From an optimization exercise on the open Yosys and OpenROAD flow, aimed at small area, a short achievable clock period and few clock cycles; shortcuts taken in it are not production practice. Where RTL was checked, it was by simulation tests only, not by an equivalence proof against the original. The RTL of run 1 was laid out without a check of its function. Power is estimated from default activity; no workload was simulated.

==> flow/design.v, too long to show whole: its modules and the start of the top module <==
// module elemento_alu: 27 lines
// module dot5_csa: 617 lines
// module dot5_fin: 11 lines
// module coprocessador_param: 150 lines
module coprocessador_param
#(
  parameter int DATA_W = DATA_W_DEF,
  parameter int N_MAX = N_MAX_DEF,
  localparam int M_W = N_MAX*N_MAX*DATA_W
) (
  input  logic           clk,
  input  logic           rst,
  input  logic           start,
  input  logic [2:0]     tamanho,
  input  logic [2:0]     op,
  input  logic [M_W-1:0] matriz1,
  input  logic [M_W-1:0] matriz2,
  output logic [M_W-1:0] matrizresult,
  output logic           overflow,
  output logic           erro,
  output logic           busy,
  output logic           done
);
  // ...
==> flow/flow/run.sh <==
#!/bin/bash
set -euo pipefail
MARGIN=7
sed "s/CLKGATE_MAP_FILE= /CLKGATE_MAP_FILE= SETUP_SLACK_MARGIN=$MARGIN /" standard.sh > standard_margin.sh
grep -q "SETUP_SLACK_MARGIN=$MARGIN" standard_margin.sh
bash standard_margin.sh > make.log 2>&1
==> flow/standard.sh <==
#!/bin/bash
# synth_recipe.tcl (not shown) runs the flow's synth.tcl, then flattens the netlist and writes it again
# the make line also repeats each setting of config.mk as NAME=value (left out here)
make -C /OpenROAD-flow-scripts/flow DESIGN_CONFIG=/design/flow/config.mk WORK_HOME=/design/flow/orfs CLKGATE_MAP_FILE= SYNTH_SCRIPT=/design/flow/synth_recipe.tcl "${@:-finish}"
==> flow/config.mk <==
export PLATFORM = sky130hd
export DESIGN_NAME = coprocessador_param
export DESIGN_NICKNAME = coprocessador_param
export VERILOG_FILES = /design/flow/design.v
export SDC_FILE = /design/flow/constraint.sdc
export NUM_CORES = 4
export LEC_CHECK = 0
export CAP_MARGIN = 20
export CORE_MARGIN = 2
export CORE_UTILIZATION = 50
export SLEW_MARGIN = 20
==> flow/constraint.sdc <==
create_clock -name core_clock -period 12.0 [get_ports {clk}]
set_input_delay 2.4000 -clock core_clock [delete_from_list [all_inputs] [get_ports {clk}]]
set_output_delay 2.4000 -clock core_clock [all_outputs]
set_load 0.01 [all_outputs]
==> metrics.md, run 1 <==
| Metric | Value |
|---|---|
| Status | `complete, no violations` |
| Num CTS Buffers | `78` |
| Met1 usage | `59.8%` |
| Post-CTS setup repair buffer count | `87` |
| Clock-cell share | `2.92%` |
| Wire length on met2 | `163,000 um` |
| Fin. Hold Viols | `0` |
| Non-clock buffers | `1,012` |
| Simple-gate portion of the synthesized area | `11.2%` |
| Final nets | `10,636` |
| Chip Height | `398 um` |
| Largest Pwr Group | `combinational logic` |
| Tmin final | `5.34 ns` |
| Drt pass-1 iters | `9` |
| Top cell by count, worst path | `xnor2_1` |
| Post-Synth XOR/XNOR Area | `15.6%` |
| Final TNS setup | `0 ns` |
| Cell class with the largest area share | `multi-input gates` |
| Number of clock sinks | `600` |
| Clk pwr | `2.59 mW` |
| CLK BUF | `89` |
| Reg2Reg Setup Slack | `7.02 ns` |
| Total global routing overflow | `0` |
| Largest delay contributor family on the critical path | `compound AO/OA/AOI/OAI gates` |
| Fmax achieved | `187 MHz` |
| Setup CP Type | `in -> reg` |
| Register share of the cell area | `15.2%` |
| Overall power | `20.1 mW` |
| Routed WL | `398,000 um` |
| Met3 routed WL | `51,800 um` |
| Top-count cell post-synth | `xor2_1` |
| Worst Hold Depth | `1` |
| Via Count | `73,236` |
| Final estimated routing congestion in global placement | `1.06` |
| Port buffer count | `612` |
| Htree depth | `3` |
| Worst EP arrival | `5.90 ns` |
| Post-route setup slack | `6.66 ns` |
==> module elemento_alu, before the edit <==
module elemento_alu
#(
  parameter int DATA_W = DATA_W_DEF
) (
  input  logic [DATA_W-1:0] i_a,     
  input  logic [DATA_W-1:0] i_b,     
  input  logic [DATA_W-1:0] i_t,     
  input  logic              i_neg,   
  input  logic              i_sub,   
  input  logic              i_ar,    
  input  logic              i_tr,    
  input  logic              i_pa,    
  output logic [DATA_W-1:0] o_y,
  output logic              o_ovf
);
  logic [DATA_W-1:0] w_x, w_y;
  logic [DATA_W:0] w_s;
  logic w_c7;
  always_comb begin
    w_x = i_a ^ {DATA_W{i_neg}};
    w_y = (i_b ^ {DATA_W{i_sub}}) & {DATA_W{!i_neg}};
    w_s = {1'b0, w_x} + {1'b0, w_y} + (DATA_W+1)'(i_sub | i_neg);
    w_c7 = w_x[DATA_W-1] ^ w_y[DATA_W-1] ^ w_s[DATA_W-1];
    o_y = ({DATA_W{i_ar}} & w_s[DATA_W-1:0]) | ({DATA_W{i_tr}} & i_t) | ({DATA_W{i_pa}} & i_a);
    o_ovf = i_ar && (w_s[DATA_W] != w_c7);
  end
endmodule
==> module coprocessador_param, before the edit <==
module coprocessador_param
#(
  parameter int DATA_W = DATA_W_DEF,
  parameter int N_MAX = N_MAX_DEF,
  localparam int M_W = N_MAX*N_MAX*DATA_W
) (
  input  logic           clk,
  input  logic           rst,
  input  logic           start,
  input  logic [2:0]     tamanho,
  input  logic [2:0]     op,
  input  logic [M_W-1:0] matriz1,
  input  logic [M_W-1:0] matriz2,
  output logic [M_W-1:0] matrizresult,
  output logic           overflow,
  output logic           erro,
  output logic           busy,
  output logic           done
);
  typedef logic [DATA_W-1:0] elem_t;
  logic r_busy, r_done, r_erro;
  logic [N_MAX-1:0] r_ovf_l, r_ovf_m;    
  logic [N_MAX-1:0] r_last, r_colv;
  logic [N_MAX:0] r_row, r_end;
  logic r_pv;                            
  elem_t r_res [N_MAX][N_MAX];
  elem_t r_b [N_MAX][N_MAX];
  logic w_bad, w_seq, w_neg, w_sub, w_ar, w_tr, w_pa;
  logic [N_MAX-1:0] w_v, w_last;
  always_comb begin
    w_bad = (tamanho < 3'd2) || (tamanho > 3'(N_MAX)) || (op == OP_UNS);
    w_seq = !w_bad && (op == OP_MUL || op == OP_SCL);
    w_neg = op == OP_OPO;
    w_sub = op == OP_SUB;
    w_ar = op == OP_ADD || op == OP_SUB || op == OP_OPO;
    w_tr = op == OP_TRN;
    w_pa = op == OP_MUL || op == OP_SCL;
    for (int x = 0; x < N_MAX; x++) begin
      w_v[x] = !w_bad && (3'(x) < tamanho);
      w_last[x] = (3'(x+1) == tamanho);
    end
  end
  elem_t w_lane [N_MAX][N_MAX];
  logic [N_MAX-1:0] w_lovf [N_MAX];
  logic [N_MAX-1:0] w_lrow;
  for (genvar g = 0; g < N_MAX; g++) begin : g_lr
    for (genvar h = 0; h < N_MAX; h++) begin : g_lc
      logic w_en;
      assign w_en = w_v[g] && w_v[h];
      elemento_alu #(.DATA_W(DATA_W)) u_alu (
        .i_a(matriz1[(g*N_MAX+h)*DATA_W +: DATA_W]),
        .i_b(matriz2[(g*N_MAX+h)*DATA_W +: DATA_W]),
        .i_t(matriz1[(h*N_MAX+g)*DATA_W +: DATA_W]),
        .i_neg(w_neg),
        .i_sub(w_sub),
        .i_ar(w_en && w_ar),
        .i_tr(w_en && w_tr),
        .i_pa(w_en && w_pa),
        .o_y(w_lane[g][h]),
        .o_ovf(w_lovf[g][h])
      );
    end
    assign w_lrow[g] = |w_lovf[g];
  end
  localparam int CSW = 34;
  logic [N_MAX*DATA_W-1:0] w_arow;
  logic [CSW-1:0] w_csa [N_MAX];
  logic [CSW-1:0] r_csa [N_MAX];
  elem_t w_dot [N_MAX];
  logic [N_MAX-1:0] w_dovf, w_dovf_raw;
  for (genvar k = 0; k < N_MAX; k++) begin : g_ar
    assign w_arow[k*DATA_W +: DATA_W] = r_res[0][k];
  end
  for (genvar h = 0; h < N_MAX; h++) begin : g_dot
    logic [N_MAX*DATA_W-1:0] w_bcol;
    for (genvar k = 0; k < N_MAX; k++) begin : g_k
      assign w_bcol[k*DATA_W +: DATA_W] = r_b[k][h];
    end
    dot5_csa u_csa (.a(w_arow), .b(w_bcol), .r(w_csa[h]));
    dot5_fin u_fin (.r(r_csa[h]), .y(w_dot[h]), .ovf(w_dovf_raw[h]));
    assign w_dovf[h] = r_pv && r_colv[h] && w_dovf_raw[h];
  end
  always_ff @(posedge clk) begin
    if (rst) begin
      r_busy <= 1'b0;
      r_done <= 1'b0;
      r_ovf_l <= '0;
      r_ovf_m <= '0;
      r_erro <= 1'b0;
      r_row <= '0;
      r_end <= '0;
      r_pv <= 1'b0;
      r_last <= '0;
      r_colv <= '0;
      for (int x = 0; x < N_MAX; x++)
        for (int y = 0; y < N_MAX; y++)
          r_res[x][y] <= '0;
    end else if (!r_busy) begin
      if (start) begin
        r_busy <= 1'b1;
        r_done <= !w_seq;
        r_ovf_l <= w_lrow;
        r_ovf_m <= '0;
        r_erro <= w_bad;
        r_row <= (N_MAX+1)'(1);
        r_end <= {w_last, 1'b0};
        r_pv <= 1'b0;
        r_last <= w_last;
        r_colv <= w_v;
        for (int x = 0; x < N_MAX; x++)
          for (int y = 0; y < N_MAX; y++)
            r_res[x][y] <= w_lane[x][y];
      end
    end else if (r_done) begin
      r_busy <= 1'b0;
      r_done <= 1'b0;
    end else begin
      r_row <= {r_row[N_MAX-1:0], 1'b0};
      r_done <= |(r_row & r_end);
      r_pv <= 1'b1;
      r_ovf_m <= r_ovf_m | w_dovf;
      for (int x = 0; x < N_MAX; x++)
        for (int y = 0; y < N_MAX; y++)
          if (r_last[x]) r_res[x][y] <= r_colv[y] ? w_dot[y] : '0;
          else r_res[x][y] <= (x < N_MAX-1) ? r_res[(x+1)%N_MAX][y] : '0;
    end
  end
  always_ff @(posedge clk) begin
    for (int y = 0; y < N_MAX; y++)
      r_csa[y] <= w_csa[y];
  end
  always_ff @(posedge clk) begin
    if (!r_busy)
      for (int x = 0; x < N_MAX; x++)
        for (int y = 0; y < N_MAX; y++)
          if (op == OP_SCL)
            r_b[x][y] <= (x == y) ? matriz2[DATA_W-1:0] : '0;
          else
            r_b[x][y] <= matriz2[(x*N_MAX+y)*DATA_W +: DATA_W];
  end
  for (genvar g = 0; g < N_MAX; g++) begin : g_row
    for (genvar h = 0; h < N_MAX; h++) begin : g_col
      assign matrizresult[(g*N_MAX+h)*DATA_W +: DATA_W] = r_res[g][h];
    end
  end
  assign overflow = |{r_ovf_l, r_ovf_m};
  assign erro = r_erro;
  assign busy = r_busy;
  assign done = r_done;
endmodule
==> run 2, diff against run 1 <==
--- a/flow/design.v
+++ b/flow/design.v
@@ -18,24 +18,27 @@
   input  logic [DATA_W-1:0] i_a,     
   input  logic [DATA_W-1:0] i_b,     
   input  logic [DATA_W-1:0] i_t,     
-  input  logic              i_neg,   
-  input  logic              i_sub,   
-  input  logic              i_ar,    
+  input  logic              i_op0,   
+  input  logic              i_as,    
+  input  logic              i_ng,    
   input  logic              i_tr,    
   input  logic              i_pa,    
   output logic [DATA_W-1:0] o_y,
   output logic              o_ovf
 );
-  logic [DATA_W-1:0] w_x, w_y;
+  logic [DATA_W-1:0] w_y, w_n, w_lo;
   logic [DATA_W:0] w_s;
   logic w_c7;
   always_comb begin
-    w_x = i_a ^ {DATA_W{i_neg}};
-    w_y = (i_b ^ {DATA_W{i_sub}}) & {DATA_W{!i_neg}};
-    w_s = {1'b0, w_x} + {1'b0, w_y} + (DATA_W+1)'(i_sub | i_neg);
-    w_c7 = w_x[DATA_W-1] ^ w_y[DATA_W-1] ^ w_s[DATA_W-1];
-    o_y = ({DATA_W{i_ar}} & w_s[DATA_W-1:0]) | ({DATA_W{i_tr}} & i_t) | ({DATA_W{i_pa}} & i_a);
-    o_ovf = i_ar && (w_s[DATA_W] != w_c7);
+    w_y = i_b ^ {DATA_W{i_op0}};
+    w_s = {1'b0, i_a} + {1'b0, w_y} + (DATA_W+1)'(i_op0);
+    w_c7 = i_a[DATA_W-1] ^ w_y[DATA_W-1] ^ w_s[DATA_W-1];
+    w_lo[0] = 1'b0;
+    for (int k = 1; k < DATA_W; k++) w_lo[k] = w_lo[k-1] | i_a[k-1];
+    w_n = i_a ^ w_lo;
+    o_y = ({DATA_W{i_as}} & w_s[DATA_W-1:0]) | ({DATA_W{i_ng}} & w_n) |
+          ({DATA_W{i_tr}} & i_t) | ({DATA_W{i_pa}} & i_a);
+    o_ovf = (i_as && (w_s[DATA_W] != w_c7)) || (i_ng && i_a[DATA_W-1] && !w_lo[DATA_W-1]);
   end
 endmodule
 module dot5_csa (input logic [39:0] a, input logic [39:0] b, output logic [33:0] r);
@@ -694,14 +697,13 @@
   logic r_pv;                            
   elem_t r_res [N_MAX][N_MAX];
   elem_t r_b [N_MAX][N_MAX];
-  logic w_bad, w_seq, w_neg, w_sub, w_ar, w_tr, w_pa;
+  logic w_bad, w_seq, w_as, w_ng, w_tr, w_pa;
   logic [N_MAX-1:0] w_v, w_last;
   always_comb begin
     w_bad = (tamanho < 3'd2) || (tamanho > 3'(N_MAX)) || (op == OP_UNS);
     w_seq = !w_bad && (op == OP_MUL || op == OP_SCL);
-    w_neg = op == OP_OPO;
-    w_sub = op == OP_SUB;
-    w_ar = op == OP_ADD || op == OP_SUB || op == OP_OPO;
+    w_as = op == OP_ADD || op == OP_SUB;
+    w_ng = op == OP_OPO;
     w_tr = op == OP_TRN;
     w_pa = op == OP_MUL || op == OP_SCL;
     for (int x = 0; x < N_MAX; x++) begin
@@ -720,9 +722,9 @@
         .i_a(matriz1[(g*N_MAX+h)*DATA_W +: DATA_W]),
         .i_b(matriz2[(g*N_MAX+h)*DATA_W +: DATA_W]),
         .i_t(matriz1[(h*N_MAX+g)*DATA_W +: DATA_W]),
-        .i_neg(w_neg),
-        .i_sub(w_sub),
-        .i_ar(w_en && w_ar),
+        .i_op0(op[0]),
+        .i_as(w_en && w_as),
+        .i_ng(w_en && w_ng),
         .i_tr(w_en && w_tr),
         .i_pa(w_en && w_pa),
         .o_y(w_lane[g][h]),
--- a/flow/config.mk
+++ b/flow/config.mk
@@ -6,6 +6,7 @@
 export NUM_CORES = 4
 export LEC_CHECK = 0
 export CAP_MARGIN = 20
+export CELL_PAD_IN_SITES_DETAIL_PLACEMENT = 1
 export CORE_MARGIN = 2
 export CORE_UTILIZATION = 50
 export SLEW_MARGIN = 20
==> run 2 against run 1 <==
Against the previous run:
- core utilization fell by 1.6 points
- critical endpoint is now r_res[9][0]
- largest cell class unchanged
- non-clock buffer count down 157
- worst hold slack got worse by 0.0033 ns
- area after synthesis up 2.1%
- die area increased by 2.1%
- flip-flop and latch count did not move
==> metrics.md, run 2 <==
| Metric | Value |
|---|---|
| HPWL after DPL | `310,000 um (was 301,000 um)` |
| Critical R2R Capture | `r_csa[2][25] (was r_csa[3][27])` |
| Share of post-route cells with drive strength above 1 | `9.07% (was 11.7%)` |
| Chip Height | `402 um (was 398 um)` |
| CTS tree | `built (unchanged)` |
| Register bit total from synthesis | `600 (unchanged)` |
| Synth area leader | `fa_1 (unchanged)` |
| Mapped Nets | `10,485 (was 10,214)` |
| Post-Syn Area per Cell | `9.09 um2 (was 9.06 um2)` |
| Largest regs | `r_b (200), r_res (200), r_csa (170) (unchanged)` |
| Final TNS setup | `0 ns (unchanged)` |
| Finished Layout Cells | `11,139 (was 11,124)` |
| Worst Skew | `0.0758 ns (was 0.0509 ns)` |
| Vias per Instance | `6.87 (was 6.58)` |
| Antenna viol nets, final | `0 (unchanged)` |
| Htree depth | `3 (unchanged)` |
| Top-count cell post-synth | `inv_1 (was xor2_1)` |
| Leakage | `37.1 nW (was 36.4 nW)` |
| Async SR Flop Fraction | `0% (unchanged)` |
| Drt pass-1 iters | `10 (was 9)` |
| Util after Layout | `58.6% (was 60.2%)` |
| Initial core utilization | `50.5% (was 50.3%)` |
| First-pass GRT wire length | `561,000 um (was 533,000 um)` |
| Later-pin clock latency in the skew report | `0.76 ns (was 0.73 ns)` |
| Number of remaining DRC errors | `0 (unchanged)` |
| Slew @ Worst Pin | `1.26 ns (was 1.29 ns)` |
| Max clock buf depth | `3 (unchanged)` |
| Top cell by count, worst path | `nor2_1 (was xnor2_1)` |
| Type of origin of the critical path | `input pin (unchanged)` |
| Iter 0 DRT Violations | `11,418 (was 11,039)` |
| Synth top cells by count | `inv_1 (843), fa_1 (790), xor2_1 (769) (was xor2_1 (823), fa_1 (815), nor2_1 (755))` |
| Ys flop type | `dfxtp_1 (unchanged)` |
| Clock slew at reported path FFs | `0.06 ns (about the same)` |
| Core Region | `157,000 um2 (was 154,000 um2)` |
| Hold_buf cts | `0 (unchanged)` |
| Final estimated routing congestion in global placement | `1.07 (was 1.06)` |
| Commonest non-fill, non-tap cell in the layout | `inv_1 (was xor2_1)` |
| Filler Cells Inserted | `17,543 (was 13,381)` |
| CP Launch Point | `tamanho[1] (was op[2])` |
| Status | `complete, no violations (unchanged)` |
| Reg2Reg Setup Slack | `7.01 ns (was 7.02 ns)` |
| Synth-to-Final Area Change | `16.1% (was 19.7%)` |
| CP Capture Type | `flip-flop (unchanged)` |
| Mapped cell area | `79,100 um2 (was 77,500 um2)` |
| Die W | `402 um (was 398 um)` |
| Final nets | `10,760 (was 10,636)` |
| Number of global-route vias before repair | `77,623 (was 69,134)` |
| Slowest CP cell | `nor2_2 (was a222oi_1)` |
| Clk root buf | `clkbuf_16 (unchanged)` |
| Period utilization | `41.7% (was 44.5%)` |
| Rel. slew slack | `15.5% (was 13.4%)` |
| Tmin final | `5.01 ns (was 5.34 ns)` |
| Setup CP Type | `in -> reg (unchanged)` |
| Worst EP arrival | `5.56 ns (was 5.90 ns)` |
| Number of clock sinks | `600 (unchanged)` |
| Num ports | `613 (unchanged)` |
| Pre-CTS WS | `5.09 ns (was 3.97 ns)` |
| Worst Hold Class | `reg -> reg (unchanged)` |
| Crit Path Max Fanout | `25 (was 6)` |
| Port buffer count | `612 (unchanged)` |
| Synth warn | `12 (unchanged)` |
| WL per Instance | `36.7 um (was 35.8 um)` |
| Seq/Total Area, Yosys | `17.7% (was 18.1%)` |
| Reg2reg path depth | `15 (was 10)` |
| Gr usage total | `48.2% (about the same)` |
| Fin. Hold Viols | `0 (unchanged)` |
| Largest cells by area after synthesis | `fa_1 (20%), dfxtp_1 (10%), ha_1 (9.2%) (was fa_1 (21%), dfxtp_1 (10%), xor2_1 (9.3%))` |
| Top cell type's share of synthesized area | `20.0% (was 21.1%)` |
| Routed WL | `408,000 um (was 398,000 um)` |
| PwrDens | `218 nW/um2 (was 217 nW/um2)` |
| CP Cell Sequence | `clkdlybuf4s50_1, inv_1, ha_1, nor2b_4, buf_4, nor3_2, buf_4, nor2_2, nor2_1, a222oi_1, nor2_1, a221oi_1, nor2_1 (was buf_12, nor3b_4, buf_6, bufbuf_16, xnor2_1, nor2_2, ha_4, nor2b_2, o31a_1, o21a_1, nor2_1, xnor2_1, a222oi_1, nand2b_1, a21oi_1)` |
| FP Rows | `145 (was 144)` |
| Die Area | `161,000 um2 (was 158,000 um2)` |
| Num CTS Buffers | `83 (was 78)` |
| Post-synth EDFFs | `200 (unchanged)` |
| FF-to-FF Start | `r_b[2][1] (was r_res[1][7])` |
| Total global routing overflow | `0 (unchanged)` |
| Placed cells | `10,812 (was 10,669)` |
| Post-Syn Instances | `8,703 (was 8,557)` |
| Crit-path max cell delay | `0.51 ns (was 0.86 ns)` |
| Via Count | `76,543 (was 73,236)` |
| Post-route setup slack | `6.99 ns (was 6.66 ns)` |
| Commonest non-fill, non-tap cells in the layout | `inv_1 (840), fa_1 (775), xor2_1 (764), a22oi_1 (665), clkdlybuf4s50_1 (570) (was xor2_1 (809), fa_1 (778), nor2_1 (721), inv_1 (679), a22oi_1 (677))` |
| Worst path required time | `12.55 ns (was 12.56 ns)` |
| Initial antenna violation count | `90 (was 66)` |
| Overall power | `20.1 mW (about the same)` |
| Max Slew Vio Count | `0 (unchanged)` |
| Crit path capture | `r_res[9][0] (was r_res[8][6])` |
| Largest net degree at the start of global routing | `202 (was 159)` |
| Setup violators final | `0 (unchanged)` |
| Max IR drop VDD | `0.298 mV (was 0.190 mV)` |
| Unique masters post-synth | `93 (was 85)` |
| RSZ-0062 raised after global routing | `yes (unchanged)` |
| Fmax achieved | `200 MHz (was 187 MHz)` |
| Number of max-cap violations | `0 (unchanged)` |
==> run 2: changes by cell type in the layout (fill, tap and decap cells not counted), sizes merged, moves of 44 or more <==
cell / before / now
xnor2: 553 / 326
nor2: 762 / 548
ha: 433 / 583
inv: 697 / 847
buf: 381 / 238
o21ai: 294 / 388
mux2i: 196 / 287
xor2: 823 / 769
a21oi: 270 / 314
==> run 2: kinds of logic after synthesis <==
family	share of synthesized area, %
AOI/OAI and AO/OA	18.3
and+or+nand+nor	10.4
buffers and inverters	7.30
adders and majority gates	29.2
xor gates and xnor gates	12.1
DFF	17.7
muxes	5.01
==> run 2: area by class of cell <==
cell class | instances | area [um2] | area share, %
Multi-Input combinational cell | 6595 | 60700 | 66.1
Sequential cell | 600 | 14100 | 15.3
Timing Repair Buffer | 855 | 8480 | 9.23
Inverter | 843 | 3170 | 3.45
Tap cell | 2058 | 2570 | 2.80
Clock buffer | 100 | 2200 | 2.40
Clock inverter | 55 | 583 | 0.635
Antenna cell | 33 | 82.6 | 0.0899
==> run 2: where the power goes <==
part / total, mW / internal, mW / switching, mW / leakage, nW
Sequential: 3.16 / 2.83 / 0.324 / 5.39
Combinational: 14.3 / 5.87 / 8.42 / 30.3
Clock: 2.62 / 1.48 / 1.14 / 1.36
==> run 2: metrics by stage <==
stage	area (um2)	hold slack, ns
after floorplan	79300	0.426
after global placement	86200	0.438
after detailed placement	86200	0.446
after CTS	90400	0.452
after global routing	91800	0.471
final	91900	0.457
==> run 2: critical path, delay by kind of cell <==
| kind | cells | cell delay [ns] |
|---|---|---|
| AO/OA/AOI/OAI | 2 | 0.52 |
| adder cells (fa/ha/maj) | 1 | 0.21 |
| buffers and inverters | 4 | 1.17 |
| AND/OR/NAND/NOR | 6 | 1.24 |
==> run 2: routing by layer <==
metal | GRT usage, % | routed length [um] | vias up
li1 | - | - | 30720
met1 | 60.4 | 148000 | 38617
met2 | 70.4 | 171000 | 5589
met3 | 14.9 | 53100 | 1547
met4 | 34.3 | 36200 | 70
met5 | 0 | 490 | -
==> run 2: timing repair <==
action | in CTS | in global routing
buffers inserted | 65 | 69
gates resized for setup | 219 | 192
pin swaps | 6 | 36
gates cloned | 2 | 3
endpoints found under the setup margin | 380 | 115
==> run 2: worst min path at each step <==
| stage | start | to | slack, ns | cells after the start |
|---|---|---|---|---|
| 3_3_place_gp | r_pv | r_pv | 0.44 | 1 |
| 5_1_grt | r_res[4][3] | r_res[4][3] | 0.47 | 2 |
| 4_1_cts | r_res[4][3] | r_res[4][3] | 0.45 | 2 |
| 2_1_floorplan | r_ovf_m[3] | r_ovf_m[3] | 0.43 | 2 |
| 6_report | r_res[4][3] | r_res[4][3] | 0.46 | 2 |
| 3_5_place_dp | r_res[4][3] | r_res[4][3] | 0.45 | 2 |
Testbench counts of run 2, summed over its fixed seeds: cycles 6,580.

re-timing with driven ports:
The results above use ideal ports. As a check the final layouts listed here were re-extracted and re-timed, cells and wires unchanged.
Step 1, drivers: a clkbuf_16 drives clk and a buf_2 each remaining input, both assumed.
Step 2 adds t to the input delays and takes it off the output delays; t is the mean of the earliest and latest rising clock arrival at the registers after step 1. Input paths then give back, and output paths get back, about the clock's delay inside the block.
Slacks: no drivers / after step 1 / after step 2; pairs: no drivers / after step 1.
run	t, ns	slack for setup (ns)	worst hold slack (ns)	latest minus earliest clock arrival (ns)	pins driven straight from the clock port
run 1	0.805	6.655 / 6.577 / 5.771	0.460 / 0.460 / 0.460	0.051 / 0.051	1
run 2	0.823	6.993 / 6.896 / 6.074	0.457 / 0.457 / 0.457	0.077 / 0.077	1
After both steps every run listed still meets setup and hold. The setup slack of run 2, which loses most, moves by -0.097 ns with the drivers and by -0.919 ns with both steps.
